Source: an optimization exercise on an open RTL-to-GDS flow (aim: small area, a short achievable clock period and few clock cycles). Production flows keep margins and buffers that such runs may drop.
In this exercise RTL edits were held to simulation tests only and were not proved equivalent to the original.
Power and IR drop assume default switching activity.

==> design/flow/config.mk <==
export PLATFORM = sky130hd
export DESIGN_NAME = software_timer_expiry_scan
export DESIGN_NICKNAME = software_timer_expiry_scan
export VERILOG_FILES = /design/flow/design.v
export SDC_FILE = /design/flow/constraint.sdc
export NUM_CORES = 4
export LEC_CHECK = 0
export ABC_CLOCK_PERIOD_IN_PS = 2600
export CAP_MARGIN = 20
export CORE_MARGIN = 2
export CORE_UTILIZATION = 40
export CTS_CLUSTER_DIAMETER = 80
export CTS_CLUSTER_SIZE = 24
export SETUP_SLACK_MARGIN = 3.4
export SLEW_MARGIN = 20
export TNS_END_PERCENT = 5
==> design/flow/constraint.sdc <==
create_clock -name core_clock -period 6.0 [get_ports {clk}]
set_input_delay 1.2000 -clock core_clock [delete_from_list [all_inputs] [get_ports {clk}]]
set_output_delay 1.2000 -clock core_clock [all_outputs]
set_load 0.01 [all_outputs]
==> design/flow/design.v <==
`default_nettype none
module swt_front #(
	parameter int NUM_TIMERS = 32
) (
	input  wire logic         clk,
	input  wire logic         arst_n,
	input  wire logic         push,
	output      logic         full,
	input  wire logic [1:0]   mode,
	input  wire logic [4:0]   timer_id,
	input  wire logic [15:0]  deadline,
	input  wire logic [7:0]   payload,
	input  wire logic         cmd_take,
	output      logic         cmd_valid,
	output      logic [1:0]   cmd_op,
	output      logic [NUM_TIMERS-1:0] cmd_sel,
	output      logic         cmd_wait,
	input  wire logic [NUM_TIMERS-1:0] busy_nx,
	output      logic [15:0]  cmd_deadline,
	output      logic         cmd_due,
	input  wire logic [15:0]  nxt,
	input  wire logic         nxt_inc,
	output      logic [7:0]   cmd_payload
);
	logic        sk_v;
	logic [1:0]  sk_op;
	logic [4:0]  sk_id;
	logic [15:0] sk_dl;
	logic [7:0]  sk_pl;
	logic        acc;
	logic [4:0]  ld_id;
	logic [NUM_TIMERS-1:0] ld_sel;
	logic [15:0] ld_dl;
	logic        ld_lt;
	logic        ld_eq;
	logic        hd_load;
	assign full    = sk_v;
	assign acc     = push && !sk_v && (mode != 2'd3);
	assign hd_load = !cmd_valid || cmd_take;
	assign ld_id   = sk_v ? sk_id : timer_id;
	assign ld_dl   = sk_v ? sk_dl : deadline;
	always_comb begin
		for (int i = 0; i < NUM_TIMERS; i++) begin
			ld_sel[i] = (ld_id == 5'(i));
		end
	end
	assign ld_lt   = (ld_dl < nxt);
	assign ld_eq   = (ld_dl == nxt);
	always_ff @(posedge clk) begin
		if (hd_load) begin
			cmd_op       <= sk_v ? sk_op : mode;
			cmd_sel      <= ld_sel;
			cmd_deadline <= ld_dl;
			cmd_due      <= nxt_inc ? (ld_lt || ld_eq) : (ld_lt || (nxt == 16'd0));
			cmd_payload  <= sk_v ? sk_pl : payload;
		end
		if (!sk_v) begin
			sk_op <= mode;
			sk_id <= timer_id;
			sk_dl <= deadline;
			sk_pl <= payload;
		end
	end
	always_ff @(posedge clk) begin
		cmd_wait <= |(busy_nx & (hd_load ? ld_sel : cmd_sel));
	end
	always_ff @(posedge clk or negedge arst_n) begin
		if (!arst_n) begin
			cmd_valid <= 1'b0;
			sk_v      <= 1'b0;
		end else begin
			if (hd_load) begin
				cmd_valid <= sk_v || acc;
				sk_v      <= 1'b0;
			end else if (acc) begin
				sk_v      <= 1'b1;
			end
		end
	end
endmodule
`default_nettype wire
`default_nettype none
module swt_res_fifo (
	input  wire logic         clk,
	input  wire logic         arst_n,
	input  wire logic         res_push,
	input  wire logic [4:0]   res_id,
	input  wire logic [7:0]   res_payload,
	input  wire logic         res_last,
	output      logic         res_full,
	input  wire logic         pop,
	output      logic         empty,
	output      logic [4:0]   out_id,
	output      logic [7:0]   out_payload,
	output      logic         out_last
);
	logic o_v;
	assign empty    = !o_v;
	assign res_full = o_v && !pop;
	always_ff @(posedge clk) begin
		if (!res_full) begin
			out_id      <= res_id;
			out_payload <= res_payload;
			out_last    <= res_last;
		end
	end
	always_ff @(posedge clk or negedge arst_n) begin
		if (!arst_n) begin
			o_v <= 1'b0;
		end else if (!res_full) begin
			o_v <= res_push;
		end
	end
endmodule
`default_nettype wire
`default_nettype none
module swt_back #(
	parameter int NUM_TIMERS = 32
) (
	input  wire logic         clk,
	input  wire logic         arst_n,
	input  wire logic         cmd_valid,
	input  wire logic [1:0]   cmd_op,
	input  wire logic [NUM_TIMERS-1:0] cmd_sel,
	input  wire logic         cmd_wait,
	output      logic [NUM_TIMERS-1:0] busy_nx,
	input  wire logic [15:0]  cmd_deadline,
	input  wire logic         cmd_due,
	output      logic [15:0]  nxt,
	output      logic         nxt_inc,
	input  wire logic [7:0]   cmd_payload,
	output      logic         cmd_take,
	input  wire logic         res_full,
	output      logic         res_push,
	output      logic [4:0]   res_id,
	output      logic [7:0]   res_payload,
	output      logic         res_last
);
	localparam logic [1:0] OP_TICK   = 2'd0;
	localparam logic [1:0] OP_ARM    = 2'd1;
	localparam logic [1:0] OP_CANCEL = 2'd2;
	logic [15:0]           nxt2_q;
	logic [NUM_TIMERS-1:0] active_q;
	logic [NUM_TIMERS-1:0] match_q;
	logic [NUM_TIMERS-1:0] rest_q;
	logic [NUM_TIMERS-1:0] pend2_q;
	logic [NUM_TIMERS-1:0] sel_q;
	logic                  p1v_q;
	logic                  p2v_q;
	logic                  selv_q;
	logic                  last_q;
	logic [15:0]           dl_mem [0:NUM_TIMERS-1];
	logic [7:0]            pl_mem [0:NUM_TIMERS-1];
	logic [NUM_TIMERS-1:0] hit2;
	logic [NUM_TIMERS-1:0] fire;
	logic [NUM_TIMERS-1:0] we;
	logic                  any_fire;
	logic                  p1_free;
	logic                  adv;
	logic                  is_tick;
	logic                  is_arm;
	logic                  is_cancel;
	logic                  tick_go;
	logic                  arm_go;
	function automatic logic [NUM_TIMERS-1:0] lowest(input logic [NUM_TIMERS-1:0] v);
		logic [NUM_TIMERS-1:0] p;
		p = v;
		for (int s = 1; s < NUM_TIMERS; s = s * 2) begin
			p = p | (p << s);
		end
		lowest = v & ~(p << 1);
	endfunction
	function automatic logic [NUM_TIMERS-1:0] above(input logic [NUM_TIMERS-1:0] v);
		logic [NUM_TIMERS-1:0] p;
		p = v;
		for (int s = 1; s < NUM_TIMERS; s = s * 2) begin
			p = p | (p << s);
		end
		above = v & (p << 1);
	endfunction
	function automatic logic single(input logic [NUM_TIMERS-1:0] v);
		logic [NUM_TIMERS-1:0] a;
		logic [NUM_TIMERS-1:0] m;
		a = v;
		m = '0;
		for (int w = 1; w < NUM_TIMERS; w = w * 2) begin
			for (int i = 0; i + w < NUM_TIMERS; i = i + 2 * w) begin
				m[i] = m[i] || m[i + w] || (a[i] && a[i + w]);
				a[i] = a[i] || a[i + w];
			end
		end
		single = !m[0];
	endfunction
	assign is_tick   = cmd_valid && (cmd_op == OP_TICK);
	assign is_arm    = cmd_valid && (cmd_op == OP_ARM);
	assign is_cancel = cmd_valid && (cmd_op == OP_CANCEL);
	assign res_push  = selv_q && !res_full;
	assign p1_free   = !p1v_q || (res_push && last_q);
	assign adv       = res_push || !selv_q;
	assign tick_go   = is_tick && (!p2v_q || p1_free);
	assign arm_go    = is_arm && !cmd_wait;
	assign cmd_take  = tick_go || arm_go || is_cancel;
	assign we        = arm_go ? cmd_sel : '0;
	assign busy_nx   = (res_push ? rest_q : (sel_q | rest_q)) | pend2_q |
	                   (is_tick ? (active_q & match_q) : '0);
	assign fire      = tick_go ? (active_q & match_q) : '0;
	assign any_fire  = tick_go && (|(active_q & match_q));
	assign nxt       = nxt2_q;
	assign nxt_inc   = tick_go;
	always_comb begin
		for (int i = 0; i < NUM_TIMERS; i++) begin
			hit2[i] = (dl_mem[i] == nxt2_q);
		end
	end
	always_comb begin
		res_id      = '0;
		res_payload = '0;
		for (int i = 0; i < NUM_TIMERS; i++) begin
			if (sel_q[i]) begin
				res_id      = res_id | 5'(i);
				res_payload = res_payload | pl_mem[i];
			end
		end
		res_last = last_q;
	end
	always_ff @(posedge clk) begin
		for (int i = 0; i < NUM_TIMERS; i++) begin
			if (we[i]) begin
				dl_mem[i] <= cmd_deadline;
				pl_mem[i] <= cmd_payload;
				match_q[i] <= cmd_due;
			end else if (tick_go) begin
				match_q[i] <= hit2[i];
			end
		end
	end
	always_ff @(posedge clk or negedge arst_n) begin
		if (!arst_n) begin
			nxt2_q   <= 16'd2;
			active_q <= '0;
			rest_q   <= '0;
			pend2_q  <= '0;
			sel_q    <= '0;
			p1v_q    <= 1'b0;
			p2v_q    <= 1'b0;
			selv_q   <= 1'b0;
			last_q   <= 1'b0;
		end else begin
			if (tick_go) begin
				nxt2_q <= nxt2_q + 1'b1;
			end
			for (int i = 0; i < NUM_TIMERS; i++) begin
				if (we[i]) begin
					active_q[i] <= 1'b1;
				end else if (is_cancel && cmd_sel[i]) begin
					active_q[i] <= 1'b0;
				end else if (fire[i]) begin
					active_q[i] <= 1'b0;
				end
			end
			if (p1_free) begin
				sel_q   <= lowest(pend2_q);
				rest_q  <= p2v_q ? above(pend2_q) : fire;
				last_q  <= single(pend2_q);
				selv_q  <= p2v_q;
				p1v_q   <= p2v_q || any_fire;
				pend2_q <= p2v_q ? fire : '0;
				p2v_q   <= p2v_q && any_fire;
			end else begin
				if (adv) begin
					sel_q  <= lowest(rest_q);
					rest_q <= above(rest_q);
					last_q <= single(rest_q);
					selv_q <= 1'b1;
				end
				pend2_q <= pend2_q | fire;
				p2v_q   <= p2v_q || any_fire;
			end
		end
	end
endmodule
`default_nettype wire
`default_nettype none
module software_timer_expiry_scan #(
	parameter int NUM_TIMERS = 32
) (
	input  wire logic         clk,
	input  wire logic         arst_n,
	input  wire logic         push,
	output      logic         full,
	input  wire logic [1:0]   mode,
	input  wire logic [4:0]   timer_id,
	input  wire logic [15:0]  deadline,
	input  wire logic [7:0]   payload,
	output      logic         empty,
	input  wire logic         pop,
	output      logic [4:0]   fired_timer,
	output      logic [7:0]   fired_payload,
	output      logic         last
);
	logic [1:0]  cmd_op;
	logic [NUM_TIMERS-1:0] cmd_sel;
	logic        cmd_wait;
	logic [NUM_TIMERS-1:0] busy_nx;
	logic [15:0] cmd_deadline;
	logic        cmd_due;
	logic [15:0] nxt;
	logic        nxt_inc;
	logic [7:0]  cmd_payload;
	logic        cmd_valid;
	logic        cmd_take;
	logic [4:0]  res_id;
	logic [7:0]  res_payload;
	logic        res_last;
	logic        res_push;
	logic        res_full;
	swt_front #(
		.NUM_TIMERS(NUM_TIMERS)
	) u_front (
		.clk          (clk),
		.arst_n       (arst_n),
		.push         (push),
		.full         (full),
		.mode         (mode),
		.timer_id     (timer_id),
		.deadline     (deadline),
		.payload      (payload),
		.cmd_take     (cmd_take),
		.cmd_valid    (cmd_valid),
		.cmd_op       (cmd_op),
		.cmd_sel      (cmd_sel),
		.cmd_wait     (cmd_wait),
		.busy_nx      (busy_nx),
		.cmd_deadline (cmd_deadline),
		.cmd_due      (cmd_due),
		.nxt          (nxt),
		.nxt_inc      (nxt_inc),
		.cmd_payload  (cmd_payload)
	);
	swt_back #(
		.NUM_TIMERS(NUM_TIMERS)
	) u_back (
		.clk          (clk),
		.arst_n       (arst_n),
		.cmd_valid    (cmd_valid),
		.cmd_op       (cmd_op),
		.cmd_sel      (cmd_sel),
		.cmd_wait     (cmd_wait),
		.busy_nx      (busy_nx),
		.cmd_deadline (cmd_deadline),
		.cmd_due      (cmd_due),
		.nxt          (nxt),
		.nxt_inc      (nxt_inc),
		.cmd_payload  (cmd_payload),
		.cmd_take     (cmd_take),
		.res_full     (res_full),
		.res_push     (res_push),
		.res_id       (res_id),
		.res_payload  (res_payload),
		.res_last     (res_last)
	);
	swt_res_fifo u_res_fifo (
		.clk         (clk),
		.arst_n      (arst_n),
		.res_push    (res_push),
		.res_id      (res_id),
		.res_payload (res_payload),
		.res_last    (res_last),
		.res_full    (res_full),
		.pop         (pop),
		.empty       (empty),
		.out_id      (fired_timer),
		.out_payload (fired_payload),
		.out_last    (last)
	);
endmodule
`default_nettype wire
==> design/flow/flow/run.sh <==
#!/bin/bash
# Layout flow: the standard flow (standard synthesis, ORFS place, CTS,
# route) with two changes: the port buffers are plain buf_4 cells instead of
# ORFS's default pick (a slow delay cell), and CTS inserts no dummy loads.
# Each tool's output goes to standard.log in this folder (and ORFS's own logs
# under orfs/logs).
set -o pipefail
export BUFFER_PORTS_ARGS="-buffer_cell sky130_fd_sc_hd__buf_4"
export CTS_ARGS="-sink_clustering_enable -repair_clock_nets -sink_clustering_size 24 -sink_clustering_max_diameter 80 -dont_use_dummy_load"
bash standard.sh > standard.log 2>&1
==> design/flow/standard.sh <==
#!/bin/bash
# synth_recipe.tcl (not shown) runs the flow's synth.tcl, then flattens the netlist and writes it again
# the make line also repeats each setting of config.mk as NAME=value (left out here)
make -C /OpenROAD-flow-scripts/flow DESIGN_CONFIG=/design/flow/config.mk WORK_HOME=/design/flow/orfs CLKGATE_MAP_FILE= SYNTH_SCRIPT=/design/flow/synth_recipe.tcl "${@:-finish}"
==> results of run 1 <==
==> cell families after synthesis <==
group | count (synthesis) | share of synthesized area
DFF | 1056 | 0.6808
muxes | 31 | 0.007755
xor gates and xnor gates | 528 | 0.1038
buffers and inverters | 272 | 0.02357
AOI/OAI and AO/OA | 574 | 0.08662
adders and majority gates | 20 | 0.005507
and+or+nand+nor | 802 | 0.09193
==> cell usage in the layout, fill, tap and decap left out, types with 6 or more instances in the layout <==
master	count
inv_1	50
or3_1	7
edfxtp_1	841
o21ai_0	177
mux2_2	25
a221oi_1	26
nor2_1	90
a21oi_1	22
dfrtp_2	20
nor3_1	19
xnor2_1	16
nand3_1	91
a32oi_1	10
o22ai_1	19
nor3_2	8
nor4_1	154
a31oi_1	32
clkinvlp_4	7
dfrtp_4	11
buf_6	11
nand4_1	84
or4_4	8
clkbuf_16	52
a22o_1	31
dfrtp_1	119
a211oi_1	31
xor2_1	512
dfxtp_1	64
o31ai_1	9
buf_4	175
o211ai_1	37
o21ai_1	9
a22oi_1	135
ha_1	18
or4_1	15
nand2_1	273
a21o_1	6
==> layout make-up <==
class / instances / area [sq um]
diodes: 1 / 2.502
clock buffers: 52 / 1301
fillers: 9968 / 61590
inverters: 68 / 292.8
multi-input cells: 1956 / 13420
flip-flops and latches: 1056 / 30390
well taps: 1488 / 1862
repair buffers: 196 / 1648
repair inverters: 2 / 16.27
==> per-stage QoR <==
stage          hold slack, ns  worst slack [ns]  cell area [sq um]  instances  total power, mW
5_1_grt                0.4903             3.174              48920       4818            17.98
3_3_place_gp           0.4526             1.645              46730       4706            13.37
3_5_place_dp           0.4597             1.534              46730       4706            13.41
6_report               0.4795             3.237              48930       4819            17.40
2_1_floorplan          0.4461             3.039              44570       3283            11.59
4_1_cts                0.4821             3.237              48410       4777            17.23
==> power groups by stage <==
stage	logic, mW	clock network, mW	registers, mW
detailed placement	3.63	0	9.79
global route	4.23	4.08	9.67
CTS	3.78	3.84	9.61
global placement	3.59	0	9.78
finish	3.96	3.80	9.64
floorplan	2.34	0	9.25
==> sequential cells by signal (all words and copies together) (netlist names), 32 cells and up <==
| signal | flops |
|---|---|
| u_back.pl_mem | 256 |
| u_back.pend2_q | 32 |
| u_back.sel_q | 32 |
| u_back.rest_q | 32 |
| u_front.cmd_sel | 32 |
| u_back.dl_mem | 512 |
| u_back.active_q | 32 |
| u_back.match_q | 32 |
==> layer usage <==
| layer | global-route usage | share of wire | up-vias |
|---|---|---|---|
| li1 | - | - | 12350 |
| met5 | 0 | 0.00016 | - |
| met3 | 0.03751 | 0.089 | 283 |
| met4 | 0.08047 | 0.037 | 4 |
| met2 | 0.3907 | 0.45 | 1515 |
| met1 | 0.3524 | 0.42 | 14860 |
==> worst max-delay path, stage by stage <==
cell	delay [ns]
buf_6	0.09
nor2_4	0.17
clkinv_8	0.11
a311oi_4	0.42
or4_4	0.23
a22oi_2	0.07
or4_4	0.56
nor4b_4	0.30
nand4_1	0.12
==> path summary, 6_finish.rpt <==
path	to	slack, ns	from	depth (start not counted)
max reg2reg	u_back.match_q[18]	3.24	u_back.nxt2_q[8]	5
max	u_front.cmd_wait	3.24	pop	9
max in group asynchronous	u_back.pend2_q[6]	4.30	arst_n	2
min reg2reg	u_front.sk_pl[2]	0.48	u_front.sk_pl[2]	1
min in group asynchronous	u_back.sel_q[25]	0.59	arst_n	1
min	u_front.sk_pl[2]	0.48	u_front.sk_pl[2]	1
==> what timing repair did <==
| action | 4_1_cts | 5_1_grt |
|---|---|---|
| gates resized for setup | 54 | 50 |
| cloned | 3 | 1 |
| buffers inserted | 16 | 40 |
| pin swaps | 4 | 21 |
| setup endpoints to repair | 192 | 83 |
==> results.py, run 1 <==
metrics = {
    "run_status": {
        "outcome": "complete, no violations",
    },
    "pwr": {
        "p_switching_mw": 5.817,
        "intPower_mw": 11.58,
        "comb_power_share": 0.228,
        "max-vdd-ir-drop_mv": 0.2696,
        "pwr-share-seq": 0.554,
        "p_per_area_mw_per_mm2": 355.6,
        "leakagePower_nw": 17.51,
        "p_sw_frac": 0.3343,
        "pwr-share-clk": 0.218,
    },
    "sta": {
        "rsz0062_at_grt": "true",
        "final.setup_skew_ns": 0.05709,
        "period_minus_slack_ns": 2.763,
        "worst_slew_pin_slew_ns": 1.178,
        "fmax_ghz": 0.3619,
        "finalHoldViolCount": 0,
        "slew_viol_final": 0,
        "setup_tns_ns": 0,
        "fin_crit_sh": 0.4605,
        "setup_viol": 0,
        "max-slew-margin-rel": 0.2148,
    },
    "logic_synthesis": {
        "yosys_register_bits": 1056,
        "synth_ff_type": "edfxtp_1",
        "syn_avg_cell_area_sq_um": 13.56,
        "yosysMostFrequentCell": "edfxtp_1",
        "synth.net_count": 3336,
        "syn_inst": 3283,
        "synthArstFlopShare": 0.1430,
        "synth_cell_types": 77,
        "seq_area_frac_synth": 0.6808,
        "netlist_area_sq_mm": 0.04453,
        "synth_common_cells": "841 x edfxtp_1, 512 x xor2_1, 276 x nand2_1, 182 x o21ai_0, 166 x clkbuf_1",
        "yosysWarnings": 5,
        "synth_area_leaders": "edfxtp_1 57%, xor2_1 10%, dfrtp_1 8.4%",
        "synth_top_cell_by_area": "edfxtp_1",
        "synth_edf_count": 841,
        "yosys.area.top_type_share": 0.5671,
    },
    "clock_tree": {
        "cts_hold_buf": 0,
        "cts.path.max_buffers": 3,
        "cts_max_level": 2,
        "cts.sinks": 1056,
        "numCtsBuffers": 52,
        "cts.clk_slew.worst_paths_ns": 0.10,
        "cts_root_buffer": "clkbuf_16",
        "cts_tree": "done",
        "clkLatencyLatePin_ns": 0.68,
    },
    "placed_design": {
        "dp_hpwl_mm": 86.32,
        "place_congestion": 0.9833,
        "port_buffers": 50,
    },
    "job": {
        "maxCapViolCount": 0,
    },
    "floorplanning": {
        "die_w_um": 337.7,
        "initial_utilization": 0.4029,
        "rows": 122,
        "die_h_um": 337.7,
        "num_io_pins": 51,
        "die_area_sq_mm": 0.1140,
        "core_sq_mm": 0.1105,
    },
    "final_layout": {
        "area_growth_pct": 9.868,
        "post-route-util": 0.4427,
        "fin_nets": 3385,
        "layout-drive-gt1-share": 0.1147,
    },
    "detailed_routing": {
        "num_vias": 29020,
        "drc": 0,
        "wl_per_cell_um": 29.81,
        "via_per_inst": 6.022,
        "drt_iter0_drc": 3837,
        "drt-pass1-iter-count": 6,
        "ant_nets": 0,
        "routed_wl_mm": 143.7,
    },
    "critical_path": {
        "critical_path.max_fanout": 8,
        "end_kind": "flop",
        "crit_type": "in -> reg",
        "critPathRequiredTime_ns": 6.52,
        "startpoint_type": "input port",
        "arrival_ns": 3.28,
    },
    "global_route": {
        "grt_overflow": 0,
        "track_usage": 0.2480,
        "grt_pass1_vias": 27260,
        "grt_max_degree": 75,
        "antenna_found_initial": 3,
        "grt_first_pass_wirelength_mm": 201.6,
    },
    "min_path": {
        "min_path_type": "reg -> reg",
    },
}
Testbench counts, summed over its fixed seeds: cycles 16,363.
==> run 2, diff against run 1 <==
--- a/design/flow/design.v
+++ b/design/flow/design.v
@@ -261,6 +261,5 @@
 			if (p1_free) begin
-				sel_q   <= lowest(pend2_q);
-				rest_q  <= p2v_q ? above(pend2_q) : fire;
-				last_q  <= single(pend2_q);
-				selv_q  <= p2v_q;
+				sel_q   <= '0;
+				rest_q  <= p2v_q ? pend2_q : fire;
+				selv_q  <= 1'b0;
 				p1v_q   <= p2v_q || any_fire;
--- a/design/flow/config.mk
+++ b/design/flow/config.mk
@@ -13,4 +13,4 @@
 export CTS_CLUSTER_SIZE = 24
-export SETUP_SLACK_MARGIN = 3.4
+export SETUP_SLACK_MARGIN = 3.3
 export SLEW_MARGIN = 20
-export TNS_END_PERCENT = 5
+export TNS_END_PERCENT = 0
==> results.py, run 2 <==
metrics = {
    "critical_path": {
        "critical_path.max_fanout": 19,
        "r2r-end": "u_back.match_q[5]",
        "critPathRequiredTime_ns": 6.39,
        "ff2ff_setup_slack_ns": 3.09,
        "r2r-start": "u_back.nxt2_q[11]",
        "end_kind": "flop",
        "arrival_ns": 3.29,
        "worstSetupStartpoint": "u_back.nxt2_q[11]",
        "r2r_cells": 5,
        "startpoint_type": "flop",
        "crit_type": "reg -> reg",
    },
    "detailed_routing": {
        "num_vias": 26330,
        "routed_wl_mm": 126.7,
        "drt_iter0_drc": 3158,
        "via_per_inst": 5.801,
        "drc": 0,
        "drt-pass1-iter-count": 5,
        "ant_nets": 0,
        "wl_per_cell_um": 27.92,
    },
    "final_layout": {
        "fin_nets": 3178,
        "post-route-util": 0.4342,
        "regMostFlops": "u_back.dl_mem",
        "largest_registers": "u_back.dl_mem x512, u_back.pl_mem x256",
        "layout_commonest_cell": "edfxtp_1",
        "area_growth_pct": 8.116,
        "largest_reg_flops": 512,
        "final_cell_mix": "841 x edfxtp_1, 512 x xor2_1, 201 x nand2_1",
        "layout-drive-gt1-share": 0.08357,
        "fin_area_sq_mm": 0.04714,
    },
    "logic_synthesis": {
        "synth_common_cells": "841 x edfxtp_1, 512 x xor2_1, 203 x nand2_1, 152 x nor4_1, 150 x dfrtp_1",
        "syn_avg_cell_area_sq_um": 14.04,
        "yosys.area.top_type_share": 0.5793,
        "seq_area_frac_synth": 0.6954,
        "synth_cell_types": 65,
        "synth_area_leaders": "edfxtp_1 58%, xor2_1 10%, dfrtp_1 8.6%",
        "synthArstFlopShare": 0.1430,
        "syn_inst": 3105,
        "yosysWarnings": 5,
        "netlist_area_sq_mm": 0.04360,
        "synth_edf_count": 841,
        "synth_ff_type": "edfxtp_1",
        "synth_top_cell_by_area": "edfxtp_1",
        "yosysMostFrequentCell": "edfxtp_1",
        "synth.net_count": 3158,
        "yosys_register_bits": 1056,
    },
    "floorplanning": {
        "die_h_um": 334.1,
        "die_w_um": 334.1,
        "core_sq_mm": 0.1086,
        "initial_utilization": 0.4016,
        "num_io_pins": 51,
        "die_area_sq_mm": 0.1117,
        "rows": 121,
    },
    "sta": {
        "slew_viol_final": 0,
        "period_minus_slack_ns": 2.905,
        "finalHoldViolCount": 0,
        "rsz0062_at_grt": "true",
        "setup_tns_ns": 0,
        "fmax_ghz": 0.3442,
        "worst_slew_pin_slew_ns": 1.093,
        "fin_crit_sh": 0.4842,
        "max-slew-margin-rel": 0.2711,
        "final.setup_skew_ns": 0.06735,
        "setup_viol": 0,
    },
    "clock_tree": {
        "cts_tree": "done",
        "cts_root_buffer": "clkbuf_16",
        "cts_max_level": 2,
        "cts.clk_slew.worst_paths_ns": 0.10,
        "numCtsBuffers": 52,
        "cts.path.max_buffers": 3,
        "cts.sinks": 1056,
        "clkLatencyLatePin_ns": 0.68,
    },
    "placed_design": {
        "postPlaceCellArea_sq_mm": 0.04572,
        "dp_hpwl_mm": 75.69,
        "port_buffers": 50,
        "place_congestion": 0.9612,
    },
    "pwr": {
        "leakagePower_nw": 17.69,
        "max-vdd-ir-drop_mv": 0.2638,
        "p_per_area_mw_per_mm2": 340.3,
    },
    "min_path": {
        "min_path_type": "in -> async",
    },
    "global_route": {
        "antenna_found_initial": 5,
        "grt_first_pass_wirelength_mm": 182.1,
        "track_usage": 0.2253,
        "grt_max_degree": 69,
        "grt_pass1_vias": 25050,
        "grt_overflow": 0,
    },
    "job": {
        "maxCapViolCount": 0,
    },
    "run_status": {
        "outcome": "complete, no violations",
    },
}
[run 2: area by class of cell]
cell class / instances / area (sq um)
flip-flops and latches: 1056 / 30360
inverters: 129 / 493.0
clock buffers: 52 / 1301
repair buffers: 134 / 1033
well taps: 1414 / 1769
fillers: 9666 / 61420
diodes: 2 / 5.005
multi-input cells: 1752 / 12170
[run 2: per-stage QoR]
stage          setup WS (ns)  std cells  hold slack, ns  total power [mW]
2_1_floorplan          3.217       3105          0.4383             11.01
3_3_place_gp           2.050       4481          0.4565             12.36
3_5_place_dp           1.993       4481          0.4621             12.39
4_1_cts                2.911       4533          0.4724             16.06
5_1_grt                3.041       4537          0.4945             16.62
6_report               3.095       4539          0.4726             16.04
[run 2: routing by layer]
layer | vias up | global-route usage | routed length (um)
met3 | 163 | 0.03276 | 10090
met2 | 1100 | 0.3640 | 59310
met5 | - | 0 | 13
li1 | 11470 | - | -
met1 | 13590 | 0.3209 | 54360
met4 | 2 | 0.05482 | 2951
[run 2: where the power goes]
part | internal [mW] | switching (mW) | leakage [nW]
clock | 1.55 | 2.22 | 0.641
sequential | 8.70 | 0.641 | 10.2
combinational | 0.869 | 2.06 | 6.87
total | 11.1 | 4.92 | 17.7
[run 2: worst max path at each step]
stage / depth (start not counted) / end / slack [ns]
floorplan: 9 / u_front.cmd_due / 3.22
global placement: 10 / u_front.cmd_wait / 2.05
detailed placement: 8 / u_front.cmd_wait / 1.99
CTS: 5 / u_back.match_q[5] / 2.91
global route: 5 / u_back.match_q[5] / 3.04
finish: 5 / u_back.match_q[5] / 3.09
[run 2: repair_timing]
item | in CTS | in global routing
resized for setup | 6 | 16
hold buffers | 0 | 0
endpoints found under the setup margin | 244 | 282
pin swaps | 0 | 1
setup buffers | 0 | 3
[run 2: logic make-up (layout without fill, tap and decap cells)]
group	Yosys count	count (layout)	synth area share
AO/OA/AOI/OAI	494	494	0.07640
other	0	2	0
AND/OR/NAND/NOR	648	648	0.07459
XOR/XNOR	528	528	0.1061
multiplexers	63	63	0.01527
flip-flops	1056	1056	0.6954
buffers and inverters	297	315	0.02692
adder cells (fa/ha/maj)	19	19	0.005396
[run 2: worst max-delay path: stages, from the launching register on]
cell and delay (ns):
dfrtp_2 0.87, buf_4 0.54, xor2_1 0.12, nor4_1 0.28, nand4_1 0.20, o21ai_0 0.60
Testbench counts of run 2, summed over its fixed seeds: cycles 16,436.
==> run 3, diff against run 2 <==
--- a/design/flow/config.mk
+++ b/design/flow/config.mk
@@ -13,4 +13,4 @@
 export CTS_CLUSTER_SIZE = 24
-export SETUP_SLACK_MARGIN = 3.3
+export SETUP_SLACK_MARGIN = 3.6
 export SLEW_MARGIN = 20
-export TNS_END_PERCENT = 0
+export TNS_END_PERCENT = 5
==> results.py, run 3 <==
metrics = {
    "run_status": {
        "outcome": "complete, no violations",
    },
    "critical_path": {
        "arrival_ns": 3.17,
        "r2r-end": "u_front.cmd_wait",
        "ff2ff_setup_slack_ns": 3.39,
        "crit_type": "in -> reg",
        "r2r-start": "u_back.selv_q",
        "cp-endpoint": "u_front.cmd_wait",
        "worstSetupStartpoint": "pop",
        "critical_path.max_fanout": 8,
        "end_kind": "flop",
        "r2r_cells": 8,
        "critPathRequiredTime_ns": 6.52,
        "startpoint_type": "input port",
    },
    "detailed_routing": {
        "drt-pass1-iter-count": 7,
        "via_per_inst": 5.811,
        "drc": 0,
        "wl_per_cell_um": 27.92,
        "drt_iter0_drc": 3314,
        "ant_nets": 0,
        "routed_wl_mm": 128.0,
        "num_vias": 26640,
    },
    "floorplanning": {
        "die_h_um": 334.1,
        "rows": 121,
        "die_area_sq_mm": 0.1117,
        "core_sq_mm": 0.1086,
        "num_io_pins": 51,
        "die_w_um": 334.1,
        "initial_utilization": 0.4016,
    },
    "sta": {
        "timing.hold.ws_ns": 0.4717,
        "worst_slack_ns": 3.344,
        "fin_crit_sh": 0.4427,
        "setup_viol": 0,
        "period_minus_slack_ns": 2.656,
        "fmax_ghz": 0.3765,
        "final.setup_skew_ns": 0.06789,
        "max-slew-margin-rel": 0.2685,
        "finalHoldViolCount": 0,
        "worst_slew_pin_slew_ns": 1.097,
        "slew_viol_final": 0,
        "rsz0062_at_grt": "true",
        "setup_tns_ns": 0,
    },
    "logic_synthesis": {
        "synth_area_leaders": "edfxtp_1 58%, xor2_1 10%, dfrtp_1 8.6%",
        "synth_ff_type": "edfxtp_1",
        "synthArstFlopShare": 0.1430,
        "yosysMostFrequentCell": "edfxtp_1",
        "synth_cell_types": 65,
        "seq_area_frac_synth": 0.6954,
        "synth_edf_count": 841,
        "synth_top_cell_by_area": "edfxtp_1",
        "syn_avg_cell_area_sq_um": 14.04,
        "yosys_register_bits": 1056,
        "syn_inst": 3105,
        "netlist_area_sq_mm": 0.04360,
        "yosys.area.top_type_share": 0.5793,
        "synth_common_cells": "841 x edfxtp_1, 512 x xor2_1, 203 x nand2_1, 152 x nor4_1, 150 x dfrtp_1",
        "synth.net_count": 3158,
        "yosysWarnings": 5,
    },
    "clock_tree": {
        "cts.clk_slew.worst_paths_ns": 0.10,
        "cts_max_level": 2,
        "cts.path.max_buffers": 3,
        "cts_root_buffer": "clkbuf_16",
        "cts.sinks": 1056,
        "clkLatencyLatePin_ns": 0.67,
        "cts_tree": "done",
        "numCtsBuffers": 52,
    },
    "final_layout": {
        "fin_nets": 3223,
        "post-route-util": 0.4450,
        "area_growth_pct": 10.79,
        "layout_commonest_cell": "edfxtp_1",
        "regMostFlops": "u_back.dl_mem",
        "largest_registers": "u_back.dl_mem x512, u_back.pl_mem x256",
        "layout-drive-gt1-share": 0.1149,
        "final_cell_mix": "841 x edfxtp_1, 512 x xor2_1, 200 x nand2_1",
        "largest_reg_flops": 512,
    },
    "global_route": {
        "grt_max_degree": 85,
        "track_usage": 0.2239,
        "grt_pass1_vias": 25180,
        "grt_first_pass_wirelength_mm": 181.1,
        "antenna_found_initial": 4,
        "grt_overflow": 0,
    },
    "pwr": {
        "p_per_area_mw_per_mm2": 338.4,
        "p_total_mw": 16.35,
        "leakagePower_nw": 17.95,
        "max-vdd-ir-drop_mv": 0.2846,
    },
    "placed_design": {
        "post-place-ws_ns": 2.001,
        "place_congestion": 0.9103,
        "dp_hpwl_mm": 75.38,
        "port_buffers": 50,
    },
    "job": {
        "maxCapViolCount": 0,
    },
    "min_path": {
        "min_path_type": "reg -> reg",
    },
}
-- run 3: critical path, stage by stage --
cell	delay (ns)
buf_6	0.09
nor2_4	0.16
clkinv_8	0.10
a211oi_4	0.29
o21ai_4	0.21
clkbuf_16	0.24
mux2i_2	0.19
o22ai_1	0.12
nor4_1	0.41
nand4_1	0.14
-- run 3: power breakdown --
group	internal, mW	switching [mW]	leakage [nW]
logic	1.07	2.22	7.14
clock network	1.55	2.23	0.641
registers	8.70	0.592	10.2
-- run 3: logic make-up (layout without fill, tap and decap cells) --
family / Yosys count / after routing / share of synthesized area
flops: 1056 / 1056 / 0.6954
simple gates: 648 / 649 / 0.07459
mux: 63 / 63 / 0.01527
other cells: 0 / 2 / 0
compound gates: 494 / 494 / 0.07640
fa+ha+maj: 19 / 19 / 0.005396
buf+inv: 297 / 359 / 0.02692
xor+xnor: 528 / 528 / 0.1061
-- run 3: how the worst min path moves through the flow --
stage / startpoint / depth (start not counted) / slack, ns / to
finish: u_front.cmd_sel[12] / 2 / 0.47 / u_back.active_q[12]
global route: u_front.cmd_sel[12] / 2 / 0.49 / u_back.active_q[12]
CTS: u_front.cmd_sel[12] / 2 / 0.45 / u_back.active_q[12]
detailed placement: u_front.sk_pl[7] / 1 / 0.46 / u_front.sk_pl[7]
global placement: u_front.sk_pl[1] / 1 / 0.46 / u_front.sk_pl[1]
floorplan: u_back.last_q / 0 / 0.44 / u_res_fifo.out_last
-- run 3: timing repair --
action | in CTS | in global routing
pin swaps | 13 | 15
hold buffers | 0 | 0
gates cloned | 1 | 6
gates resized for setup | 63 | 96
setup buffers | 15 | 23
setup endpoints to repair | 641 | 313
-- run 3: metrics by stage --
| stage | cells | area, sq um |
|---|---|---|
| 2_1_floorplan | 3105 | 43640 |
| 3_3_place_gp | 4478 | 45710 |
| 3_5_place_dp | 4481 | 45760 |
| 4_1_cts | 4549 | 47530 |
| 5_1_grt | 4582 | 48300 |
| 6_report | 4584 | 48300 |
-- run 3: per-layer routing --
| layer | global-route usage | vias to the layer above | wire, um |
|---|---|---|---|
| li1 | - | 11580 | - |
| met1 | 0.3201 | 13680 | 54390 |
| met2 | 0.3608 | 1200 | 60000 |
| met3 | 0.03172 | 175 | 10290 |
| met4 | 0.05482 | 2 | 3320 |
| met5 | 0 | - | 13 |
-- run 3: cell type report --
cell class / count / area (sq um)
antenna: 2 / 5.005
sequential: 1056 / 30370
timing repair buffer: 178 / 1732
multi-input combinational: 1753 / 12610
clock buffer: 52 / 1301
inverter: 129 / 521.8
fill: 9621 / 60250
tap: 1414 / 1769
==> run 4, diff against run 3 <==
--- a/design/flow/config.mk
+++ b/design/flow/config.mk
@@ -7,3 +7,3 @@
 export LEC_CHECK = 0
-export ABC_CLOCK_PERIOD_IN_PS = 2600
+export ABC_CLOCK_PERIOD_IN_PS = 2200
 export CAP_MARGIN = 20
@@ -13,3 +13,3 @@
 export CTS_CLUSTER_SIZE = 24
-export SETUP_SLACK_MARGIN = 3.6
+export SETUP_SLACK_MARGIN = 3.4
 export SLEW_MARGIN = 20
==> results.py, run 4 <==
metrics = {
    "placed_design": {
        "dp_hpwl_mm": 75.69,
        "port_buffers": 50,
        "postPlaceCellArea_sq_mm": 0.04572,
        "place_congestion": 0.9612,
    },
    "logic_synthesis": {
        "synth_ff_type": "edfxtp_1",
        "yosys_register_bits": 1056,
        "seq_area_frac_synth": 0.6954,
        "synthArstFlopShare": 0.1430,
        "synth_edf_count": 841,
        "netlist_area_sq_mm": 0.04360,
        "synth.net_count": 3158,
        "yosysMostFrequentCell": "edfxtp_1",
        "synth_top_cell_by_area": "edfxtp_1",
        "syn_inst": 3105,
        "yosys.area.top_type_share": 0.5793,
        "synth_area_leaders": "edfxtp_1 58%, xor2_1 10%, dfrtp_1 8.6%",
        "synth_cell_types": 65,
        "syn_avg_cell_area_sq_um": 14.04,
        "yosysWarnings": 5,
        "synth_common_cells": "841 x edfxtp_1, 512 x xor2_1, 203 x nand2_1, 152 x nor4_1, 150 x dfrtp_1",
    },
    "floorplanning": {
        "rows": 121,
        "num_io_pins": 51,
        "die_area_sq_mm": 0.1117,
        "core_sq_mm": 0.1086,
        "die_w_um": 334.1,
        "initial_utilization": 0.4016,
        "die_h_um": 334.1,
    },
    "detailed_routing": {
        "ant_nets": 0,
        "num_vias": 26470,
        "drc": 0,
        "drt_iter0_drc": 3233,
        "drt-pass1-iter-count": 6,
        "routed_wl_mm": 128.2,
        "wl_per_cell_um": 28.13,
        "via_per_inst": 5.808,
    },
    "critical_path": {
        "end_kind": "flop",
        "critical_path.max_fanout": 20,
        "critPathRequiredTime_ns": 6.43,
        "worstSetupStartpoint": "u_back.nxt2_q[7]",
        "startpoint_type": "flop",
        "critPathSlowestCell": "dfrtp_4",
        "r2r-start": "u_back.nxt2_q[7]",
        "crit_type": "reg -> reg",
        "critical_path.top_delay_family": "flip-flops",
        "arrival_ns": 3.12,
        "cp_cell_sequence": "buf_4 -> xor2_1 -> nor4_1 -> nand4_1 -> o21ai_1",
        "critPathBufInv": 1,
        "slowest_delay_ns": 0.78,
    },
    "clock_tree": {
        "numCtsBuffers": 52,
        "cts_root_buffer": "clkbuf_16",
        "cts_max_level": 2,
        "cts.path.max_buffers": 3,
        "clkLatencyLatePin_ns": 0.67,
        "cts.sinks": 1056,
        "cts.clk_slew.worst_paths_ns": 0.10,
        "cts_hold_buf": 0,
        "cts_tree": "done",
    },
    "sta": {
        "setup_tns_ns": 0,
        "rsz0062_at_grt": "true",
        "fmax_ghz": 0.3706,
        "slew_viol_final": 0,
        "finalHoldViolCount": 0,
        "period_minus_slack_ns": 2.698,
        "final.setup_skew_ns": 0.06958,
        "setup_viol": 0,
        "max-slew-margin-rel": 0.2671,
        "fin_crit_sh": 0.4497,
        "worst_slew_pin_slew_ns": 1.099,
    },
    "final_layout": {
        "layout_commonest_cell": "edfxtp_1",
        "layout-drive-gt1-share": 0.09742,
        "fin_area_sq_mm": 0.04763,
        "fin_nets": 3196,
        "final_cell_mix": "841 x edfxtp_1, 512 x xor2_1, 200 x nand2_1",
        "largest_reg_flops": 512,
        "largest_registers": "u_back.dl_mem x512, u_back.pl_mem x256",
        "area_growth_pct": 9.244,
        "regMostFlops": "u_back.dl_mem",
    },
    "pwr": {
        "leakagePower_nw": 17.79,
        "p_per_area_mw_per_mm2": 339.8,
        "max-vdd-ir-drop_mv": 0.2635,
    },
    "global_route": {
        "antenna_found_initial": 2,
        "grt_pass1_vias": 25170,
        "grt_first_pass_wirelength_mm": 183.5,
        "track_usage": 0.2271,
        "grt_overflow": 0,
        "grt_max_degree": 69,
    },
    "min_path": {
        "min_path_type": "in -> async",
    },
    "run_status": {
        "outcome": "complete, no violations",
    },
    "job": {
        "maxCapViolCount": 0,
    },
}
==> run 4: cell type report <==
cell class,instances,area [sq um]
timing repair buffer,151,1295
tap,1414,1769
fill,9629,60920
antenna,3,7.507
sequential,1056,30370
multi-input combinational,1753,12370
clock buffer,52,1301
inverter,129,509.2
==> run 4: cell families (layout without fill, tap and decap cells) <==
| kind of cell | Yosys count | in the layout | synth area share |
|---|---|---|---|
| AO/OA/AOI/OAI | 494 | 494 | 0.07640 |
| XOR/XNOR | 528 | 528 | 0.1061 |
| adder cells (fa/ha/maj) | 19 | 19 | 0.005396 |
| buffers and inverters | 297 | 332 | 0.02692 |
| flip-flops | 1056 | 1056 | 0.6954 |
| multiplexers | 63 | 63 | 0.01527 |
| other | 0 | 3 | 0 |
| AND/OR/NAND/NOR | 648 | 649 | 0.07459 |
==> run 4: worst register-to-register path: cells and delay by family (launching register included) <==
kind                      cells  cell delay, ns
buffers and inverters         1            0.49
and+or+nand+nor               2            0.62
DFF                           1            0.78
AOI/OAI and AO/OA             1            0.44
xor gates and xnor gates      1            0.15
==> run 4: metal layers <==
| metal | vias up | GRT usage | share of wire |
|---|---|---|---|
| li1 | 11510 | - | - |
| met1 | 13650 | 0.3233 | 0.43 |
| met2 | 1132 | 0.3681 | 0.47 |
| met3 | 176 | 0.03137 | 0.080 |
| met4 | 2 | 0.05568 | 0.026 |
| met5 | - | 0 | 0.00010 |
==> run 4: where the power goes <==
| part | total [mW] | switching (mW) | internal (mW) |
|---|---|---|---|
| clock network | 3.76 | 2.21 | 1.55 |
| logic | 3.10 | 2.14 | 0.952 |
| registers | 9.33 | 0.630 | 8.70 |
| total | 16.2 | 4.99 | 11.2 |
==> run 4: path summary, 6_finish.rpt <==
check,end,slack [ns],depth (start not counted)
max,u_back.match_q[5],3.30,5
min reg2reg,u_front.sk_pl[5],0.48,1
max in group asynchronous,u_back.pend2_q[30],4.30,2
max reg2reg,u_back.match_q[5],3.30,5
min,u_res_fifo.o_v,0.48,1
min in group core_clock,u_front.sk_pl[5],0.48,1
==> run 4: timing repair <==
item,CTS,global route
pin swaps,2,9
gates resized for setup,31,58
gates cloned,1,2
buffers inserted,8,10
endpoints found under the setup margin,334,104
endpoints found under the hold margin,0,0
==> run 4: stage by stage <==
stage	utilization	total power, mW	setup WS [ns]	hold slack [ns]	cells
6_report	0.4388	16.18	3.302	0.4775	4558
5_1_grt	0.4387	16.77	3.268	0.4944	4555
4_1_cts	0.4350	16.13	3.243	0.4724	4542
3_5_place_dp	0.4212	12.39	1.993	0.4621	4481
3_3_place_gp	0.4212	12.36	2.050	0.4565	4481
2_1_floorplan	-	11.01	3.217	0.4383	3105
==> run 5, diff against run 4 <==
--- a/design/flow/config.mk
+++ b/design/flow/config.mk
@@ -7,3 +7,3 @@
 export LEC_CHECK = 0
-export ABC_CLOCK_PERIOD_IN_PS = 2200
+export ABC_CLOCK_PERIOD_IN_PS = 2600
 export CAP_MARGIN = 20
==> results.py, run 5 <==
metrics = {
    "run_status": {
        "outcome": "complete, no violations",
    },
    "pwr": {
        "p_switching_mw": 4.986,
        "pwr-share-clk": 0.232,
        "intPower_mw": 11.20,
        "max-vdd-ir-drop_mv": 0.2635,
        "p_sw_frac": 0.3081,
        "p_per_area_mw_per_mm2": 339.8,
        "comb_power_share": 0.191,
        "leakagePower_nw": 17.79,
        "pwr-share-seq": 0.576,
    },
    "critical_path": {
        "arrival_ns": 3.12,
        "cp_cell_sequence": "buf_4 -> xor2_1 -> nor4_1 -> nand4_1 -> o21ai_1",
        "critPathRequiredTime_ns": 6.43,
        "slowest_delay_ns": 0.78,
        "critical_path.max_fanout": 20,
        "critPathSlowestCell": "dfrtp_4",
        "crit_type": "reg -> reg",
        "end_kind": "flop",
        "startpoint_type": "flop",
    },
    "logic_synthesis": {
        "synth_cell_types": 65,
        "yosys_register_bits": 1056,
        "syn_inst": 3105,
        "synth_top_family_by_area": "XOR/XNOR gates",
        "synthSimpleGateAreaFrac": 0.07459,
        "synth_mux_area_frac": 0.01527,
        "synth_top_cell_by_area": "edfxtp_1",
        "seq_area_frac_synth": 0.6954,
        "synthXorXnorAreaFrac": 0.1061,
        "netlist_area_sq_mm": 0.04360,
        "synth_common_cells": "841 x edfxtp_1, 512 x xor2_1, 203 x nand2_1, 152 x nor4_1, 150 x dfrtp_1",
        "yosysMostFrequentCell": "edfxtp_1",
        "synth_area_leaders": "edfxtp_1 58%, xor2_1 10%, dfrtp_1 8.6%",
        "synth_edf_count": 841,
        "synth_fa_ha_area_frac": 0.005395,
        "synth_compound_gate_area_share": 0.07640,
        "synth_ff_type": "edfxtp_1",
        "yosys.area.top_type_share": 0.5793,
        "synthArstFlopShare": 0.1430,
        "synth.net_count": 3158,
        "syn_avg_cell_area_sq_um": 14.04,
        "yosysWarnings": 5,
    },
    "detailed_routing": {
        "wl_per_cell_um": 28.13,
        "ant_nets": 0,
        "drc": 0,
        "num_vias": 26470,
        "drt-pass1-iter-count": 6,
        "drt_iter0_drc": 3233,
        "routed_wl_mm": 128.2,
        "via_per_inst": 5.808,
    },
    "floorplanning": {
        "die_area_sq_mm": 0.1117,
        "core_sq_mm": 0.1086,
        "num_io_pins": 51,
        "die_h_um": 334.1,
        "rows": 121,
        "die_w_um": 334.1,
        "initial_utilization": 0.4016,
    },
    "final_layout": {
        "largest_registers": "u_back.dl_mem x512, u_back.pl_mem x256",
        "layout_commonest_cell": "edfxtp_1",
        "final_cell_mix": "841 x edfxtp_1, 512 x xor2_1, 200 x nand2_1",
        "area_growth_pct": 9.244,
        "multi_input_area_sq_mm": 0.01237,
        "regMostFlops": "u_back.dl_mem",
        "fin_nets": 3196,
        "layout-drive-gt1-share": 0.09742,
        "fin_area_sq_mm": 0.04763,
        "seq_area_sq_mm": 0.03037,
        "largest_reg_flops": 512,
        "nFillCells": 9629,
    },
    "clock_tree": {
        "clkLatencyLatePin_ns": 0.67,
        "cts_root_buffer": "clkbuf_16",
        "numCtsBuffers": 52,
        "cts.path.max_buffers": 3,
        "cts_tree": "done",
        "cts_hold_buf": 0,
        "cts.sinks": 1056,
        "cts.clk_slew.worst_paths_ns": 0.10,
        "cts_max_level": 2,
    },
    "global_route": {
        "grt_first_pass_wirelength_mm": 183.5,
        "track_usage": 0.2271,
        "grt_pass1_vias": 25170,
        "antenna_found_initial": 2,
        "grt_max_degree": 69,
        "grt_overflow": 0,
    },
    "placed_design": {
        "place_congestion": 0.9612,
        "port_buffers": 50,
        "dp_hpwl_mm": 75.69,
        "postPlaceCellArea_sq_mm": 0.04572,
    },
    "sta": {
        "max-slew-margin-rel": 0.2671,
        "finalHoldViolCount": 0,
        "slew_viol_final": 0,
        "setup_viol": 0,
        "setup_tns_ns": 0,
        "fmax_ghz": 0.3706,
        "rsz0062_at_grt": "true",
        "period_minus_slack_ns": 2.698,
        "final.setup_skew_ns": 0.06958,
        "worst_slew_pin_slew_ns": 1.099,
        "fin_crit_sh": 0.4497,
    },
    "min_path": {
        "min_path_type": "in -> async",
    },
    "job": {
        "maxCapViolCount": 0,
    },
}
## run 5: cell counts in the layout (fill, tap and decap cells not counted)
No cell type changed its count.
## run 5: area by class of cell
class,instances,area share
multi-input cells,1753,0.2598
flip-flops and latches,1056,0.6377
well taps,1414,0.03715
clock buffers,52,0.02732
diodes,3,0.0001576
repair buffers,151,0.02719
inverters,129,0.01069
## run 5: timing repair
item / in CTS / in global routing
setup endpoints to repair: 334 / 104
resized for setup: 31 / 58
pin swaps: 2 / 9
setup buffers: 8 / 10
gates cloned: 1 / 2
## run 5: final timing paths
| check | start | end | slack (ns) | depth (start not counted) |
|---|---|---|---|---|
| worst max-delay path | u_back.nxt2_q[7] | u_back.match_q[5] | 3.30 | 5 |
| worst min-delay path | arst_n | u_res_fifo.o_v | 0.48 | 1 |
| worst max register to register | u_back.nxt2_q[7] | u_back.match_q[5] | 3.30 | 5 |
| worst min register to register | u_front.sk_pl[5] | u_front.sk_pl[5] | 0.48 | 1 |
| max in group asynchronous | arst_n | u_back.pend2_q[30] | 4.30 | 2 |
| min in group core_clock | u_front.sk_pl[5] | u_front.sk_pl[5] | 0.48 | 1 |
## run 5: layer usage
metal / track usage / up-vias / part of all wire
li1: - / 11510 / -
met1: 0.3233 / 13650 / 0.43
met2: 0.3681 / 1132 / 0.47
met3: 0.03137 / 176 / 0.080
met4: 0.05568 / 2 / 0.026
met5: 0 / - / 0.00010
## run 5: critical path, delay by kind of cell, from the launching register on
family,cells,cell delay (ns)
buf+inv,1,0.49
compound gates,1,0.44
simple gates,2,0.62
flops,1,0.78
xor+xnor,1,0.13
## run 5: power by group through the flow
stage	registers [mW]	clock network [mW]	logic (mW)
2_1_floorplan	9.22	0	1.79
3_3_place_gp	9.50	0	2.85
3_5_place_dp	9.51	0	2.88
4_1_cts	9.33	3.82	2.97
5_1_grt	9.39	4.05	3.33
6_report	9.33	3.76	3.10
## run 5: kinds of logic after synthesis
family | count (synthesis)
flip-flops | 1056
AND/OR/NAND/NOR | 648
XOR/XNOR | 528
AO/OA/AOI/OAI | 494
buffers and inverters | 297
multiplexers | 63
adder cells (fa/ha/maj) | 19
## run 5: through the flow
stage                     setup slack (ns)  hold WS, ns  power, mW  utilization  std cells
final                                3.302       0.4775      16.18       0.4388       4558
after global routing                 3.268       0.4944      16.77       0.4387       4555
after CTS                            3.243       0.4724      16.13       0.4350       4542
after detailed placement             1.993       0.4621      12.39       0.4212       4481
after global placement               2.050       0.4565      12.36       0.4212       4481
after floorplan                      3.217       0.4383      11.01            -       3105
==> run 6, diff against run 5 <==
--- a/design/flow/config.mk
+++ b/design/flow/config.mk
@@ -13,4 +13,4 @@
 export CTS_CLUSTER_SIZE = 24
-export SETUP_SLACK_MARGIN = 3.4
+export SETUP_SLACK_MARGIN = 3.5
 export SLEW_MARGIN = 20
-export TNS_END_PERCENT = 5
+export TNS_END_PERCENT = 50
==> results.py, run 6 <==
metrics = {
    "run_status": {
        "outcome": "complete, no violations",
    },
    "logic_synthesis": {
        "syn_avg_cell_area_sq_um": 14.04,
        "synthSimpleGateAreaFrac": 0.07459,
        "yosysWarnings": 5,
        "synth_cell_types": 65,
        "yosys_register_bits": 1056,
        "synth.net_count": 3158,
        "synth_ff_type": "edfxtp_1",
        "yosysMostFrequentCell": "edfxtp_1",
        "synth_mux_area_frac": 0.01527,
        "synth_area_leaders": "edfxtp_1 58%, xor2_1 10%, dfrtp_1 8.6%",
        "yosys.area.top_type_share": 0.5793,
        "syn_inst": 3105,
        "synth_top_family_by_area": "XOR/XNOR gates",
        "netlist_area_sq_mm": 0.04360,
        "synthXorXnorAreaFrac": 0.1061,
        "seq_area_frac_synth": 0.6954,
        "synth_top_cell_by_area": "edfxtp_1",
        "synth_compound_gate_area_share": 0.07640,
        "synthArstFlopShare": 0.1430,
        "synth_fa_ha_area_frac": 0.005395,
        "synth_common_cells": "841 x edfxtp_1, 512 x xor2_1, 203 x nand2_1, 152 x nor4_1, 150 x dfrtp_1",
        "synth_edf_count": 841,
    },
    "sta": {
        "timing.hold.ws_ns": 0.4773,
        "worst_slew_pin_slew_ns": 1.061,
        "setup_tns_ns": 0,
        "rsz0062_at_grt": "true",
        "finalHoldViolCount": 0,
        "slew_viol_final": 0,
        "setup_viol": 0,
        "max-slew-margin-rel": 0.2929,
        "fmax_ghz": 0.3857,
        "worst_slack_ns": 3.407,
        "period_minus_slack_ns": 2.593,
        "fin_crit_sh": 0.4321,
        "final.setup_skew_ns": 0.08152,
    },
    "final_layout": {
        "final_cell_mix": "841 x edfxtp_1, 512 x xor2_1, 201 x nand2_1",
        "largest_reg_flops": 512,
        "regMostFlops": "u_back.dl_mem",
        "layout_commonest_cell": "edfxtp_1",
        "layout.cells.non_filler": 4593,
        "fin_nets": 3233,
        "fin_area_sq_mm": 0.04818,
        "largest_registers": "u_back.dl_mem x512, u_back.pl_mem x256",
        "area_growth_pct": 10.52,
        "layout-drive-gt1-share": 0.1114,
    },
    "pwr": {
        "p_per_area_mw_per_mm2": 339.0,
        "max-vdd-ir-drop_mv": 0.2916,
        "leakagePower_nw": 17.99,
    },
    "global_route": {
        "track_usage": 0.2288,
        "antenna_found_initial": 1,
        "grt_pass1_vias": 25350,
        "grt_max_degree": 76,
        "grt_first_pass_wirelength_mm": 184.5,
        "grt_overflow": 0,
    },
    "critical_path": {
        "critPathRequiredTime_ns": 6.49,
        "critical_path.max_fanout": 6,
        "slowest_delay_ns": 0.32,
        "r2r-start": "u_front.cmd_op[1]",
        "end_kind": "flop",
        "startpoint_type": "input port",
        "crit_type": "in -> reg",
        "arrival_ns": 3.08,
        "cp_cell_sequence": "buf_6 -> nor2_4 -> clkinv_8 -> a211oi_4 -> o21ai_4 -> buf_12 -> clkbuf_16 -> mux2i_4 -> o22ai_1 -> nor4_1 -> nand4_1",
        "worstSetupStartpoint": "pop",
        "critPathSlowestCell": "nor4_1",
    },
    "detailed_routing": {
        "num_vias": 26650,
        "drt-pass1-iter-count": 6,
        "via_per_inst": 5.801,
        "routed_wl_mm": 129.9,
        "wl_per_cell_um": 28.28,
        "drt_iter0_drc": 3435,
        "drc": 0,
        "ant_nets": 0,
    },
    "placed_design": {
        "post-place-ws_ns": 2.062,
        "port_buffers": 50,
        "postPlaceCellArea_sq_mm": 0.04574,
        "place_congestion": 0.9480,
        "dp_hpwl_mm": 76.47,
        "dp_cells": 4481,
    },
    "clock_tree": {
        "cts_max_level": 2,
        "cts_tree": "done",
        "cts.clk_slew.worst_paths_ns": 0.09,
        "cts_hold_buf": 0,
        "cts.sinks": 1056,
        "numCtsBuffers": 52,
        "cts.path.max_buffers": 3,
        "clkLatencyLatePin_ns": 0.67,
        "cts_root_buffer": "clkbuf_16",
    },
    "floorplanning": {
        "rows": 121,
        "die_area_sq_mm": 0.1117,
        "die_w_um": 334.1,
        "num_io_pins": 51,
        "initial_utilization": 0.4016,
        "core_sq_mm": 0.1086,
        "die_h_um": 334.1,
    },
    "min_path": {
        "min_path_type": "reg -> reg",
        "min_from": "u_front.sk_pl[2]",
    },
    "job": {
        "maxCapViolCount": 0,
    },
}
==> run 6: changes by cell type in the layout (fill, tap and decap cells not counted), sizes merged <==
cell	change
buf	+36
nor3b	+1
clkinvlp	+10
clkinv	-2
diode	-2
inv	-8
==> run 6: layout make-up <==
cell class	instances	area (sq um)
Clock buffer	52	1301
Fill cell	9654	60370
Timing Repair Buffer	187	1742
Tap cell	1414	1769
Antenna cell	1	2.502
Multi-Input combinational cell	1754	12450
Inverter	129	543.0
Sequential cell	1056	30380
==> run 6: power breakdown <==
group          internal (mW)  switching (mW)
Sequential              8.70           0.645
Clock                   1.55            2.22
Combinational           1.06            2.17
Total                   11.3            5.03
==> run 6: through the flow <==
stage	power, mW	utilization
2_1_floorplan	11.02	-
3_3_place_gp	12.33	0.4213
3_5_place_dp	12.36	0.4213
4_1_cts	16.20	0.4391
5_1_grt	16.94	0.4438
6_report	16.33	0.4439
==> run 6: path summary, 6_finish.rpt <==
check                      slack [ns]                 end  cells past startpoint
min                              0.48    u_front.sk_pl[2]                      1
max                              3.41    u_front.cmd_wait                     11
max in group asynchronous        4.22   u_back.nxt2_q[10]                      2
min in group asynchronous        0.59       u_back.last_q                      1
min reg2reg                      0.48    u_front.sk_pl[2]                      1
max reg2reg                      3.43  u_back.match_q[16]                      6
==> run 6: routing by layer <==
layer	vias to the layer above	track usage	routed length, um	part of all wire
met5	-	0	0	0
met4	0	0.06498	4093	0.032
met3	173	0.03067	10040	0.077
met2	1141	0.3654	60090	0.46
met1	13730	0.3276	55650	0.43
li1	11600	-	-	-
==> run 6: worst max-delay path: cells and delay by family <==
| kind | cells | cell delay (ns) |
|---|---|---|
| mux | 1 | 0.17 |
| compound gates | 3 | 0.55 |
| buf+inv | 4 | 0.51 |
| simple gates | 3 | 0.63 |
==> run 6: repair_timing <==
action	CTS	global route
setup endpoints to repair	407	100
gates resized for setup	60	71
buffers inserted	32	20
pin swaps	4	14
cloned	3	2
==> run 6: cells by family (layout without fill, tap and decap cells) <==
| kind of cell | Yosys count | count (layout) |
|---|---|---|
| compound gates | 494 | 494 |
| xor+xnor | 528 | 528 |
| fa+ha+maj | 19 | 19 |
| buf+inv | 297 | 368 |
| flops | 1056 | 1056 |
| mux | 63 | 63 |
| other cells | 0 | 1 |
| simple gates | 648 | 650 |
==> run 7, diff against run 6 <==
--- a/design/flow/config.mk
+++ b/design/flow/config.mk
@@ -13,4 +13,4 @@
 export CTS_CLUSTER_SIZE = 24
-export SETUP_SLACK_MARGIN = 3.5
+export SETUP_SLACK_MARGIN = 3.45
 export SLEW_MARGIN = 20
-export TNS_END_PERCENT = 50
+export TNS_END_PERCENT = 30
==> results.py, run 7 <==
metrics = {
    "logic_synthesis": {
        "yosysWarnings": 5,
        "yosysMostFrequentCell": "edfxtp_1",
        "synth_edf_count": 841,
        "yosys.area.top_type_share": 0.5793,
        "synth.net_count": 3158,
        "synth_fa_ha_area_frac": 0.005395,
        "synth_common_cells": "841 x edfxtp_1, 512 x xor2_1, 203 x nand2_1, 152 x nor4_1, 150 x dfrtp_1",
        "synth_mux_area_frac": 0.01527,
        "syn_inst": 3105,
        "synth_cell_types": 65,
        "yosys_register_bits": 1056,
        "netlist_area_sq_mm": 0.04360,
        "synthXorXnorAreaFrac": 0.1061,
        "synth_area_leaders": "edfxtp_1 58%, xor2_1 10%, dfrtp_1 8.6%",
        "synthSimpleGateAreaFrac": 0.07459,
        "synth_ff_type": "edfxtp_1",
        "synth_compound_gate_area_share": 0.07640,
        "synth_top_family_by_area": "XOR/XNOR gates",
        "synthArstFlopShare": 0.1430,
        "synth_top_cell_by_area": "edfxtp_1",
        "syn_avg_cell_area_sq_um": 14.04,
        "seq_area_frac_synth": 0.6954,
    },
    "final_layout": {
        "final_cell_mix": "841 x edfxtp_1, 512 x xor2_1, 202 x nand2_1",
        "area_growth_pct": 9.890,
        "largest_reg_flops": 512,
        "antenna_cells": 0,
        "fin_nets": 3215,
        "largest_registers": "u_back.dl_mem x512, u_back.pl_mem x256",
        "layout-drive-gt1-share": 0.1047,
        "regMostFlops": "u_back.dl_mem",
        "layout_commonest_cell": "edfxtp_1",
    },
    "pwr": {
        "max-vdd-ir-drop_mv": 0.2521,
        "p_per_area_mw_per_mm2": 339.7,
        "p_total_mw": 16.28,
        "leakagePower_nw": 17.84,
    },
    "global_route": {
        "grt_pass1_vias": 25290,
        "track_usage": 0.2261,
        "grt_first_pass_wirelength_mm": 183.2,
        "grt_overflow": 0,
        "grt_max_degree": 70,
        "antenna_found_initial": 3,
    },
    "sta": {
        "worst_slew_pin_slew_ns": 1.074,
        "finalHoldViolCount": 0,
        "rsz0062_at_grt": "true",
        "setup_viol": 0,
        "fmax_ghz": 0.3817,
        "slew_viol_final": 0,
        "period_minus_slack_ns": 2.620,
        "max-slew-margin-rel": 0.2837,
        "final.setup_skew_ns": 0.07350,
        "fin_crit_sh": 0.4366,
        "setup_tns_ns": 0,
    },
    "run_status": {
        "outcome": "complete, no violations",
    },
    "min_path": {
        "min_path_type": "reg -> reg",
        "min_to": "u_back.active_q[0]",
        "min_from": "u_front.cmd_sel[0]",
        "holdPathStages": 2,
    },
    "detailed_routing": {
        "routed_wl_mm": 129.1,
        "drt_iter0_drc": 3360,
        "num_vias": 26550,
        "via_per_inst": 5.804,
        "drt-pass1-iter-count": 5,
        "ant_nets": 0,
        "wl_per_cell_um": 28.23,
        "drc": 0,
    },
    "floorplanning": {
        "rows": 121,
        "core_sq_mm": 0.1086,
        "die_h_um": 334.1,
        "die_w_um": 334.1,
        "num_io_pins": 51,
        "die_area_sq_mm": 0.1117,
        "initial_utilization": 0.4016,
    },
    "critical_path": {
        "critical_path.max_fanout": 6,
        "cp_cell_sequence": "buf_6 -> nor2_4 -> clkinv_8 -> a211oi_4 -> o21ai_4 -> buf_12 -> buf_12 -> mux2i_4 -> o22ai_2 -> nor4_2 -> nand4_1",
        "end_kind": "flop",
        "slowest_delay_ns": 0.39,
        "r2r_cells": 6,
        "r2r-start": "u_front.cmd_valid",
        "crit_type": "in -> reg",
        "r2r-end": "u_back.match_q[25]",
        "arrival_ns": 3.14,
        "ff2ff_setup_slack_ns": 3.41,
        "critPathRequiredTime_ns": 6.52,
        "startpoint_type": "input port",
        "worstSetupStartpoint": "pop",
        "cpMostUsedCell": "buf_12",
        "critPathSlowestCell": "nor4_2",
    },
    "clock_tree": {
        "numCtsBuffers": 52,
        "cts_max_level": 2,
        "cts_hold_buf": 0,
        "cts.path.max_buffers": 3,
        "cts.sinks": 1056,
        "cts_tree": "done",
        "cts.clk_slew.worst_paths_ns": 0.11,
        "clkLatencyLatePin_ns": 0.67,
        "cts_root_buffer": "clkbuf_16",
    },
    "placed_design": {
        "port_buffers": 50,
        "dp_hpwl_mm": 76.75,
        "place_congestion": 0.9352,
    },
    "job": {
        "maxCapViolCount": 0,
    },
}
-- run 7: cell counts after synthesis --
Identical to the previous run, type by type.
-- run 7: critical path: cells and delay by family --
kind / cells / cell delay (ns)
mux: 1 / 0.19
compound gates: 3 / 0.56
simple gates: 3 / 0.70
buf+inv: 4 / 0.49
-- run 7: layer usage --
metal	track usage	vias up	share of wire
met2	0.3683	1143	0.47
met1	0.3230	13680	0.43
met5	0	-	0.00010
met3	0.03073	157	0.075
li1	-	11560	-
met4	0.04945	2	0.023
-- run 7: how the worst max path moves through the flow --
stage / to / slack, ns
after floorplan: u_front.cmd_due / 3.22
after global placement: u_front.cmd_wait / 1.85
after detailed placement: u_front.cmd_wait / 1.85
after CTS: u_back.pl_mem[20][6] / 3.29
after global routing: u_back.match_q[25] / 3.32
final: u_front.cmd_wait / 3.38
-- run 7: timing repair --
action                     CTS  global route
pin swaps                    3            10
setup endpoints to repair  210           106
gates resized for setup     51            63
cloned                       1             0
buffers inserted            15            22
hold endpoints to repair     0             0
-- run 7: cell type report --
| class | instances | area, sq um |
|---|---|---|
| Clock buffer | 52 | 1301 |
| Fill cell | 9555 | 60640 |
| Inverter | 129 | 545.5 |
| Multi-Input combinational cell | 1753 | 12400 |
| Sequential cell | 1056 | 30370 |
| Tap cell | 1414 | 1769 |
| Timing Repair Buffer | 170 | 1518 |
-- run 7: logic make-up after synthesis --
group | after synthesis
AND/OR/NAND/NOR | 648
adder cells (fa/ha/maj) | 19
flip-flops | 1056
AO/OA/AOI/OAI | 494
XOR/XNOR | 528
buffers and inverters | 297
multiplexers | 63
-- run 7: report_power, final --
part	internal [mW]	switching, mW
sequential	8.70	0.603
clock	1.54	2.22
combinational	1.01	2.19
-- run 7: metrics by stage --
stage	area [sq um]	worst slack, ns	util	hold WS (ns)	std cells
global route	47910	3.317	0.4413	0.4984	4574
global placement	45730	1.846	0.4213	0.4567	4482
detailed placement	45730	1.846	0.4213	0.4614	4482
finish	47910	3.380	0.4413	0.4738	4574
floorplan	43630	3.217	-	0.4383	3105
CTS	47370	3.289	0.4364	0.4613	4550

separate check: timing with driven ports:
No port has a modelled driver above. Below, the same layouts with a new extraction and two added sets of constraints.
Step 1 assumes that a clkbuf_16 drives the clock port and a buf_2 every other input.
Step 2 moves the port delays by t, midway between the first and last clock arrival at a register: inputs arrive t later, outputs are due t later. That takes back most of the time a late clock gives input paths.
a / b / c = no drivers / after step 1 / after step 2; a / b = the first two.
run	t (ns)	setup WS [ns]	worst hold slack (ns)	worst data-port slew with drivers (ns)
run 1	0.719	3.237 / 3.244 / 2.556	0.479 / 0.479 / 0.479	0.07
run 2	0.704	3.095 / 3.095 / 2.465	0.473 / 0.446 / 0.481	0.05
run 3	0.710	3.344 / 3.340 / 2.674	0.472 / 0.472 / 0.472	0.05
run 4	0.702	3.302 / 3.233 / 2.802	0.478 / 0.450 / 0.481	0.05
run 5	0.702	3.302 / 3.233 / 2.802	0.478 / 0.450 / 0.481	0.05
run 6	0.705	3.407 / 3.429 / 2.742	0.477 / 0.477 / 0.477	0.05
run 7	0.706	3.380 / 3.406 / 2.716	0.474 / 0.458 / 0.474	0.05
After both steps setup and hold are still met in every run listed. The setup slack of run 1, which loses most, moves by +0.007 ns with the drivers and by -0.681 ns with both steps.
